From an optimization exercise on the open Yosys and OpenROAD flow, aimed at small area and a short achievable clock period; shortcuts taken in it are not production practice. Only simulation tests tie the RTL to the original design; equivalence was not proved. Power figures rest on the tool's default switching activity, not on a simulated workload.

## flow/design.v

```verilog
package stretchPkg;
    localparam int hActiveBits = 11;
    localparam int vActiveBits = 11;
    localparam int scaleFractionBits = 6;
    localparam int scaleBits = scaleFractionBits + 1;
    localparam int coordBits = hActiveBits + scaleFractionBits;
    localparam int windowBits = 2 * 16 + 2 * hActiveBits + 2;
    function automatic logic [15:0] blendPixels(
        input logic [15:0] left,
        input logic [15:0] right,
        input logic [scaleFractionBits-1:0] fraction
    );
        logic [scaleFractionBits:0] leftWeight;
        logic [10:0] redSum;
        logic [11:0] greenSum;
        logic [10:0] blueSum;
        leftWeight = 7'd64 - {1'b0, fraction};
        redSum = left[15:11] * leftWeight + right[15:11] * fraction;
        greenSum = left[10:5] * leftWeight + right[10:5] * fraction;
        blueSum = left[4:0] * leftWeight + right[4:0] * fraction;
        blendPixels = {redSum[10:6], greenSum[11:6], blueSum[10:6]};
    endfunction
endpackage
`timescale 1ns/1ps
module syncFifo #(
    parameter int dataWidth = 16,
    parameter int addrWidth = 4
) (
    input logic scalerClock,
    input logic reset,
    input logic writeEnable,
    input logic [dataWidth-1:0] writeData,
    input logic readEnable,
    output logic full,
    output logic empty,
    output logic [dataWidth-1:0] readData
);
    localparam int depth = 1 << addrWidth;
    logic [dataWidth-1:0] storage [depth];
    logic [addrWidth-1:0] writePointer;
    logic [addrWidth-1:0] readPointer;
    logic [addrWidth:0] count;
    logic push;
    logic pop;
    assign full = count[addrWidth];
    assign empty = (count == '0);
    assign push = writeEnable && !full;
    assign pop = readEnable && !empty;
    assign readData = storage[readPointer];
    always_ff @(posedge scalerClock) begin
        if (push) begin
            storage[writePointer] <= writeData;
        end
    end
    always_ff @(posedge scalerClock or posedge reset) begin
        if (reset) begin
            writePointer <= '0;
            readPointer <= '0;
            count <= '0;
        end else begin
            if (push) begin
                writePointer <= writePointer + 1'b1;
            end
            if (pop) begin
                readPointer <= readPointer + 1'b1;
            end
            if (push && !pop) begin
                count <= count + 1'b1;
            end else if (pop && !push) begin
                count <= count - 1'b1;
            end
        end
    end
endmodule
`timescale 1ns/1ps
import stretchPkg::*;
module chunkRequestMapper
#(
    parameter int chunkBits = 5,
    localparam int chunkNumBits = hActiveBits - chunkBits,
    localparam int requestBits = vActiveBits + chunkNumBits
) (
    input logic scalerClock,
    input logic reset,
    input logic [scaleBits-1:0] hShrinkFactor,
    input logic downstreamRequestEmpty,
    input logic [requestBits-1:0] downstreamRequestData,
    output logic downstreamRequestRead,
    input logic upstreamRequestRead,
    output logic upstreamRequestEmpty,
    output logic [requestBits-1:0] upstreamRequestData,
    output logic chunkTagWrite,
    output logic [chunkNumBits-1:0] chunkTag,
    input logic chunkTagFull,
    output logic coordWrite,
    output logic [coordBits-1:0] coord,
    input logic coordFull
);
    typedef enum logic {stateIdle, stateWalk} mapState;
    mapState state;
    logic [requestBits-1:0] currentRequest;
    logic [chunkBits-1:0] pixelCount;
    logic [requestBits-1:0] lastRequest;
    logic [requestBits-1:0] previousRequest;
    logic lastValid;
    logic previousValid;
    logic upstreamQueueFull;
    logic [hActiveBits-1:0] outputColumn;
    logic [requestBits-1:0] thisChunkRequest;
    logic [requestBits-1:0] nextChunkRequest;
    logic [requestBits-1:0] issuedRequest;
    logic needThisChunk;
    logic needNextChunk;
    logic advance;
    assign outputColumn = {currentRequest[chunkNumBits-1:0], pixelCount};
    assign coord = coordBits'(coordBits'(outputColumn) * coordBits'(hShrinkFactor)
        + coordBits'(hShrinkFactor[scaleBits-1:1]));
    assign thisChunkRequest = {currentRequest[requestBits-1:chunkNumBits],
        coord[coordBits-1:scaleFractionBits+chunkBits]};
    assign nextChunkRequest = {currentRequest[requestBits-1:chunkNumBits],
        coord[coordBits-1:scaleFractionBits+chunkBits] + 1'b1};
    assign needThisChunk = !((lastValid && lastRequest == thisChunkRequest)
        || (previousValid && previousRequest == thisChunkRequest));
    assign needNextChunk = (coord[scaleFractionBits-1:0] != '0)
        && (&coord[scaleFractionBits+chunkBits-1:scaleFractionBits])
        && !((lastValid && lastRequest == nextChunkRequest)
        || (previousValid && previousRequest == nextChunkRequest));
    assign advance = (state == stateWalk) && !coordFull && !chunkTagFull && !upstreamQueueFull;
    assign coordWrite = advance;
    assign chunkTagWrite = advance && (needThisChunk || needNextChunk);
    assign issuedRequest = needThisChunk ? thisChunkRequest : nextChunkRequest;
    assign chunkTag = issuedRequest[chunkNumBits-1:0];
    syncFifo #(
        .dataWidth(requestBits),
        .addrWidth(chunkNumBits)
    ) upstreamRequestQueue (
        .scalerClock(scalerClock),
        .reset(reset),
        .writeEnable(chunkTagWrite),
        .writeData(issuedRequest),
        .readEnable(upstreamRequestRead),
        .full(upstreamQueueFull),
        .empty(upstreamRequestEmpty),
        .readData(upstreamRequestData)
    );
    always_ff @(posedge scalerClock or posedge reset) begin
        if (reset) begin
            state <= stateIdle;
            downstreamRequestRead <= 1'b0;
            currentRequest <= '0;
            pixelCount <= '0;
            lastRequest <= '0;
            previousRequest <= '0;
            lastValid <= 1'b0;
            previousValid <= 1'b0;
        end else begin
            downstreamRequestRead <= 1'b0;
            case (state)
                stateIdle: begin
                    lastValid <= 1'b0;
                    previousValid <= 1'b0;
                    if (!downstreamRequestEmpty) begin
                        downstreamRequestRead <= 1'b1;
                        currentRequest <= downstreamRequestData;
                        pixelCount <= '0;
                        state <= stateWalk;
                    end
                end
                stateWalk: begin
                    if (chunkTagWrite) begin
                        lastRequest <= issuedRequest;
                        previousRequest <= lastRequest;
                        lastValid <= 1'b1;
                        previousValid <= lastValid;
                    end
                    if (advance) begin
                        pixelCount <= pixelCount + 1'b1;
                        if (&pixelCount) begin
                            state <= stateIdle;
                        end
                    end
                end
                default: state <= stateIdle;
            endcase
        end
    end
endmodule
`timescale 1ns/1ps
import stretchPkg::*;
module upstreamPixelTracker
#(
    parameter int chunkBits = 5,
    localparam int chunkNumBits = hActiveBits - chunkBits
) (
    input logic scalerClock,
    input logic reset,
    input logic upstreamPixelWrite,
    input logic [15:0] upstreamPixelData,
    output logic upstreamPixelFull,
    input logic chunkTagWrite,
    input logic [chunkNumBits-1:0] chunkTag,
    output logic chunkTagFull,
    output logic pixelReady,
    input logic windowAdvance,
    output logic [windowBits-1:0] window
);
    logic [15:0] headPixel;
    logic [15:0] leftColor;
    logic [15:0] rightColor;
    logic [hActiveBits-1:0] leftColumn;
    logic [hActiveBits-1:0] rightColumn;
    logic windowValid;
    logic pixelEmpty;
    logic [chunkNumBits-1:0] headChunk;
    logic tagEmpty;
    logic tagRead;
    logic [chunkBits-1:0] pixelCount;
    logic rightLoaded;
    syncFifo #(
        .dataWidth(16),
        .addrWidth(chunkBits + 1)
    ) pixelQueue (
        .scalerClock(scalerClock),
        .reset(reset),
        .writeEnable(upstreamPixelWrite),
        .writeData(upstreamPixelData),
        .readEnable(windowAdvance),
        .full(upstreamPixelFull),
        .empty(pixelEmpty),
        .readData(headPixel)
    );
    syncFifo #(
        .dataWidth(chunkNumBits),
        .addrWidth(chunkNumBits)
    ) pendingChunkQueue (
        .scalerClock(scalerClock),
        .reset(reset),
        .writeEnable(chunkTagWrite),
        .writeData(chunkTag),
        .readEnable(tagRead),
        .full(chunkTagFull),
        .empty(tagEmpty),
        .readData(headChunk)
    );
    assign pixelReady = !pixelEmpty && !tagEmpty;
    assign tagRead = windowAdvance && (&pixelCount);
    assign window = {leftColor, rightColor, leftColumn, rightColumn, windowValid, 1'b0};
    always_ff @(posedge scalerClock or posedge reset) begin
        if (reset) begin
            leftColor <= '0;
            rightColor <= '0;
            leftColumn <= '0;
            rightColumn <= '0;
            windowValid <= 1'b0;
            pixelCount <= '0;
            rightLoaded <= 1'b0;
        end else if (windowAdvance) begin
            leftColor <= rightColor;
            leftColumn <= rightColumn;
            rightColor <= headPixel;
            rightColumn <= {headChunk, pixelCount};
            windowValid <= rightLoaded;
            rightLoaded <= 1'b1;
            pixelCount <= pixelCount + 1'b1;
        end
    end
endmodule
`timescale 1ns/1ps
import stretchPkg::*;
module interpolationStage
(
    input logic scalerClock,
    input logic reset,
    input logic coordWrite,
    input logic [coordBits-1:0] coord,
    output logic coordFull,
    input logic [windowBits-1:0] window,
    input logic pixelReady,
    output logic windowAdvance,
    input logic responseFull,
    output logic responseWrite,
    output logic [15:0] responseData
);
    localparam int coordQueueBits = 5;
    logic [coordBits-1:0] headCoord;
    logic coordEmpty;
    logic coordRead;
    logic [coordBits-1:0] heldCoord;
    logic holdValid;
    logic covered;
    syncFifo #(
        .dataWidth(coordBits),
        .addrWidth(coordQueueBits)
    ) coordQueue (
        .scalerClock(scalerClock),
        .reset(reset),
        .writeEnable(coordWrite),
        .writeData(coord),
        .readEnable(coordRead),
        .full(coordFull),
        .empty(coordEmpty),
        .readData(headCoord)
    );
    logic [15:0] leftColor;
    logic [15:0] rightColor;
    logic [hActiveBits-1:0] leftColumn;
    logic [hActiveBits-1:0] rightColumn;
    logic windowValid;
    logic [hActiveBits-1:0] heldColumn;
    logic [scaleFractionBits-1:0] heldFraction;
    assign {leftColor, rightColor, leftColumn, rightColumn, windowValid} = window[windowBits-1:1];
    assign {heldColumn, heldFraction} = heldCoord;
    assign covered = holdValid && windowValid && (leftColumn == heldColumn)
        && (heldFraction == '0 || rightColumn == heldColumn + 1'b1);
    assign responseWrite = covered && !responseFull;
    assign responseData = stretchPkg::blendPixels(leftColor, rightColor, heldFraction);
    assign windowAdvance = holdValid && !covered && pixelReady;
    assign coordRead = !coordEmpty && (!holdValid || responseWrite);
    always_ff @(posedge scalerClock or posedge reset) begin
        if (reset) begin
            heldCoord <= '0;
            holdValid <= 1'b0;
        end else if (coordRead) begin
            heldCoord <= headCoord;
            holdValid <= 1'b1;
        end else if (responseWrite) begin
            holdValid <= 1'b0;
        end
    end
endmodule
`timescale 1ns/1ps
import stretchPkg::*;
module videoHorizontalStretch
#(
    parameter int chunkBits = 5,
    localparam int chunkNumBits = hActiveBits - chunkBits,
    localparam int requestBits = vActiveBits + chunkNumBits
) (
    input logic scalerClock,
    input logic reset,
    input logic [scaleBits-1:0] hShrinkFactor,
    input logic downstreamRequestEmpty,
    input logic [requestBits-1:0] downstreamRequestData,
    output logic downstreamRequestRead,
    output logic responseWrite,
    output logic [15:0] responseData,
    input logic responseFull,
    input logic upstreamRequestRead,
    output logic upstreamRequestEmpty,
    output logic [requestBits-1:0] upstreamRequestData,
    input logic upstreamPixelWrite,
    input logic [15:0] upstreamPixelData,
    output logic upstreamPixelFull
);
    logic chunkTagWrite;
    logic [chunkNumBits-1:0] chunkTag;
    logic chunkTagFull;
    logic coordWrite;
    logic [coordBits-1:0] coord;
    logic coordFull;
    logic [windowBits-1:0] window;
    logic pixelReady;
    logic windowAdvance;
    chunkRequestMapper #(.chunkBits(chunkBits)) mapper (
        .scalerClock(scalerClock),
        .reset(reset),
        .hShrinkFactor(hShrinkFactor),
        .downstreamRequestEmpty(downstreamRequestEmpty),
        .downstreamRequestData(downstreamRequestData),
        .downstreamRequestRead(downstreamRequestRead),
        .upstreamRequestRead(upstreamRequestRead),
        .upstreamRequestEmpty(upstreamRequestEmpty),
        .upstreamRequestData(upstreamRequestData),
        .chunkTagWrite(chunkTagWrite),
        .chunkTag(chunkTag),
        .chunkTagFull(chunkTagFull),
        .coordWrite(coordWrite),
        .coord(coord),
        .coordFull(coordFull)
    );
    upstreamPixelTracker #(.chunkBits(chunkBits)) tracker (
        .scalerClock(scalerClock),
        .reset(reset),
        .upstreamPixelWrite(upstreamPixelWrite),
        .upstreamPixelData(upstreamPixelData),
        .upstreamPixelFull(upstreamPixelFull),
        .chunkTagWrite(chunkTagWrite),
        .chunkTag(chunkTag),
        .chunkTagFull(chunkTagFull),
        .pixelReady(pixelReady),
        .windowAdvance(windowAdvance),
        .window(window)
    );
    interpolationStage interpolator (
        .scalerClock(scalerClock),
        .reset(reset),
        .coordWrite(coordWrite),
        .coord(coord),
        .coordFull(coordFull),
        .window(window),
        .pixelReady(pixelReady),
        .windowAdvance(windowAdvance),
        .responseFull(responseFull),
        .responseWrite(responseWrite),
        .responseData(responseData)
    );
endmodule
```

## flow/constraint.sdc

```tcl
create_clock -name core_clock -period 9.0 [get_ports {scalerClock}]
set_input_delay 1.8000 -clock core_clock [delete_from_list [all_inputs] [get_ports {scalerClock}]]
set_output_delay 1.8000 -clock core_clock [all_outputs]
set_load 0.01 [all_outputs]
```

## flow/config.mk

```make
export PLATFORM = sky130hd
export DESIGN_NAME = videoHorizontalStretch
export DESIGN_NICKNAME = videoHorizontalStretch
export VERILOG_FILES = /design/flow/design.v
export SDC_FILE = /design/flow/constraint.sdc
export NUM_CORES = 4
export LEC_CHECK = 0
export CAP_MARGIN = 20
export CORE_MARGIN = 2
export CORE_UTILIZATION = 40
export SLEW_MARGIN = 20
```

## flow/run.sh

```bash
#!/bin/bash
# synth_recipe.tcl (not shown) runs the flow's synth.tcl, then flattens the netlist and writes it again
# the make line also repeats each setting of config.mk as NAME=value (left out here)
make -C /OpenROAD-flow-scripts/flow DESIGN_CONFIG=/design/flow/config.mk WORK_HOME=/design/flow/orfs CLKGATE_MAP_FILE= SYNTH_SCRIPT=/design/flow/synth_recipe.tcl finish
```

==> run notes <==
## flip-flops by register name (all words and copies together) (netlist names), 11 cells and up
register	count
tracker.pixelQueue.storage	1024
tracker.rightColumn	11
tracker.leftColumn	11
tracker.pendingChunkQueue.storage	384
mapper.currentRequest	17
tracker.rightColor	16
interpolator.heldCoord	17
tracker.leftColor	16
mapper.lastRequest	17
mapper.previousRequest	17
interpolator.coordQueue.storage	544
mapper.upstreamRequestQueue.storage	1088
## routing by layer
layer	vias to the layer above	part of all wire [%]	GRT usage [%]
met1	35130	42	25.57
met5	-	0.013	0
met4	6	2.6	5.051
met2	2007	49	30.10
met3	471	6.0	2.813
li1	27470	-	-
## kinds of logic after synthesis
logic type,count (synthesis),share of synthesized area (%)
compound gates,185,0.9030
xor+xnor,175,1.132
fa+ha+maj,358,4.329
buf+inv,597,1.671
flops,3252,71.35
mux,1100,17.38
simple gates,921,3.236
## cell usage after synthesis, types with 3 or more instances
cell type  instances  area [um^2]
o21a_1            12        90.09
clkbuf_1         220        825.8
o211a_1            4        40.04
and3_1             8        50.05
mux2_4             7        105.1
a2111oi_0          3        26.28
mux2i_1           19        190.2
nor2_1           243        912.1
or2_2              3        18.77
o21bai_1           9        67.56
or4_1              4        30.03
or3b_2             7        61.31
nand2_1          274         1028
a211oi_1           4        30.03
buf_1            103        386.6
inv_1            263        987.2
o22ai_1            3        18.77
nand3b_1          16        120.1
buf_2              9        45.04
edfxtp_1        3040        91290
and2_1           154        963.4
nor3_1            93        465.5
xor2_1            34        297.8
nand2b_1           7        43.79
fa_1             184         3684
mux2_2            84        945.9
a21oi_1           54        270.3
nand3_1           32        160.2
mux4_2           989        22270
a21o_1            14        105.1
or3_1              9        56.30
nor2b_1           14        87.58
dfrtp_1          212         5305
a22o_1             5        43.79
nor4_1            10        62.56
a31oi_1            6        37.54
nand4_1           36        225.2
o211ai_1           5        37.54
o21ai_0           45        225.2
xnor2_1          141         1235
ha_1             174         2177
## worst max-delay path: cells and delay by family (launching register included)
family	cells	cell delay [ps]
fa+ha+maj	6	2810
compound gates	2	400
flops	1	460
xor+xnor	1	230
simple gates	5	1260
buf+inv	4	780
## area by class of cell
class                   instances  area (um^2)
fillers                     28010       180500
flip-flops and latches       3252        96660
multi-input cells            2739        37270
clock buffers                 431         9077
well taps                    4515         5649
repair buffers                472         4858
clock inverters               185         1819
inverters                     264         1008
diodes                          6        15.01
## path summary, 6_finish.rpt
kind	start	to	slack [ps]	cells after the start
min in group asynchronous	reset	tracker.leftColor[5]	1420	2
worst min-delay path	tracker.rightLoaded	tracker.windowValid	460	2
worst max register to register	mapper.pixelCount[0]	mapper.upstreamRequestQueue.count[6]	1420	33
worst min register to register	tracker.rightLoaded	tracker.windowValid	460	2
worst max-delay path	interpolator.heldCoord[2]	responseData[13]	350	18
max in group asynchronous	reset	mapper.currentRequest[14]	6210	3
## through the flow
stage	total power, mW	cell area, um^2
2_1_floorplan	32.25	135700
3_3_place_gp	40.54	145200
3_5_place_dp	40.94	145200
4_1_cts	54.80	156200
5_1_grt	57.10	156300
6_report	53.98	156400
## power by group
group | switching (mW) | internal, mW
Sequential | 0.685 | 19.8
Combinational | 11.1 | 8.70
Clock | 5.82 | 7.92
Total | 17.6 | 36.4
## what timing repair did
action | 4_1_cts | 5_1_grt
buffers inserted | 3 | 7
endpoints found under the setup margin | 7 | 6
resized for setup | 12 | 13
pin swaps | 1 | 1
==> run notes <==
setup ws final: 351.8 ps
Max Cap Violations: 0
Worst slew margin: 21.39%
register area share after synthesis: 71.35%
TritonCTS buffer count: 339
Top cell by count, worst path: fa_1
Post-Layout Cell Count: 11.86k
Place WS: -410.0 ps
Least-Margin Pin Slew: 1179 ps
period utilization: 96.09%
CP Data Arrival Time: 6850 ps
# hold bufs at CTS: 0
clk buf depth: 4
maximum fanout along the worst path: 5
CTS tree: yes
Slew Limit Fails: 0
Core Box Area: 336,900 um^2
setup violators final: 0
status: complete, no violations
delay of the slowest critical-path stage: 610 ps
P per Cell Area: 345.2 nW/um^2
Post-synth ARST share: 6.519%
largest net degree at the start of global routing: 129
Req. time, crit path: 7200 ps
synthesis-to-finish area growth: 15.50%
full die area: 343,100 um^2
utilization after layout: 46.42%
Initial Utilization: 40.19%
Final HPWL DP: 182.8 mm
Die Wd: 585.8 um
commonest non-fill, non-tap cell in the layout: edfxtp_1
std cell rows: 213
Syn Nets: 6,992
drt via density: 5.486
Pleak: 50.86 nW
minimum clock period: 8648 ps
RePlAce Congestion: 0.7844
WL/cell: 26.48 um
Remaining DRCs: 0
Worst-Skew Late Latency: 930 ps
worst hold-check path type: reg -> reg
Final ANT Viol Nets: 0
WS Path Type: reg -> out
post-synth cell types: 70
Yosys warning count: 7
Root Driver: clkbuf_16
mapped cell area: 135,400 um^2
crit path cell chain: or3_4 -> nor3_4 -> xnor2_4 -> nand2_1 -> fa_1 -> inv_1 -> fa_1 -> inv_1 -> fa_1 -> inv_1 -> fa_1 -> fa_1 -> ha_1 -> nor2b_1 -> o21a_1 -> o21a_1 -> nor2_1 -> clkdlybuf4s50_1
EDFF count, synth: 3,040
GRT overflow: 0
Top FF cell, synth: edfxtp_1
drt first-iter violations: 6,018
Die H: 585.8 um
most frequent cells in the layout: edfxtp_1, mux4_2, clkbuf_16
syn_area_per_cell: 20.55 um^2
total track usage: 18.34%
final hold slack: 461.7 ps
first-pass GRT wire length: 464.4 mm
unrepaired setup endpoints after global routing: false
Critical Path Source Type: flip-flop
H-tree Lvls: 5
nets@finish: 7,472
clock sink total: 3,252
slowest CP cell: clkdlybuf4s50_1
vias in the first global route: 68.22k
Reg clk slew, reported paths: 60 ps
initial antenna violation count: 18
Top Ports: 83
Max Freq: 0.1156 GHz
Syn Inst Count: 6,588
DRT Wirelength: 314.1 mm
Worst Setup End Kind: output pin
vias post-DR: 65.08k
worst vdd ir: 1.076 mV
Hold Fails Final Rpt: 0
setup tns final: 0 ps
drt pass-1 iters: 5
placed cell count: 11.23k
share of cells above drive strength 1: 29.69%
IO Port Bufs: 82
clk_skew: 109.1 ps
post-synthesis register bit count: 3,252

-- port drivers added, routing unchanged --
The flow's constraints put no driver on any port. The routed layout listed below was extracted and timed again, unchanged, in two steps. Step 1: set_driving_cell puts a clkbuf_16 on scalerClock and a buf_2 on each other input, an assumption about the parent block. Step 2 adds t to the input delays and takes it off the output delays; t is the mean of the earliest and latest rising clock arrival at the registers after step 1. Input paths then give back, and output paths get back, about the clock's delay inside the block. a / b / c = no drivers / after step 1 / after step 2; a / b = the first two.
shift t [ns]: 0.987
slack for setup (ns): 0.352 / 0.249 / -0.484
worst setup path at the end: input to register
clock arrival spread, ns: 0.116 / 0.116
worst register clock-pin slew, ns: 0.07 / 0.07
Met with ideal ports but missed after step 2: setup timing in this run. The setup slack of this run moves by -0.103 ns with the drivers and by -0.836 ns with both steps.
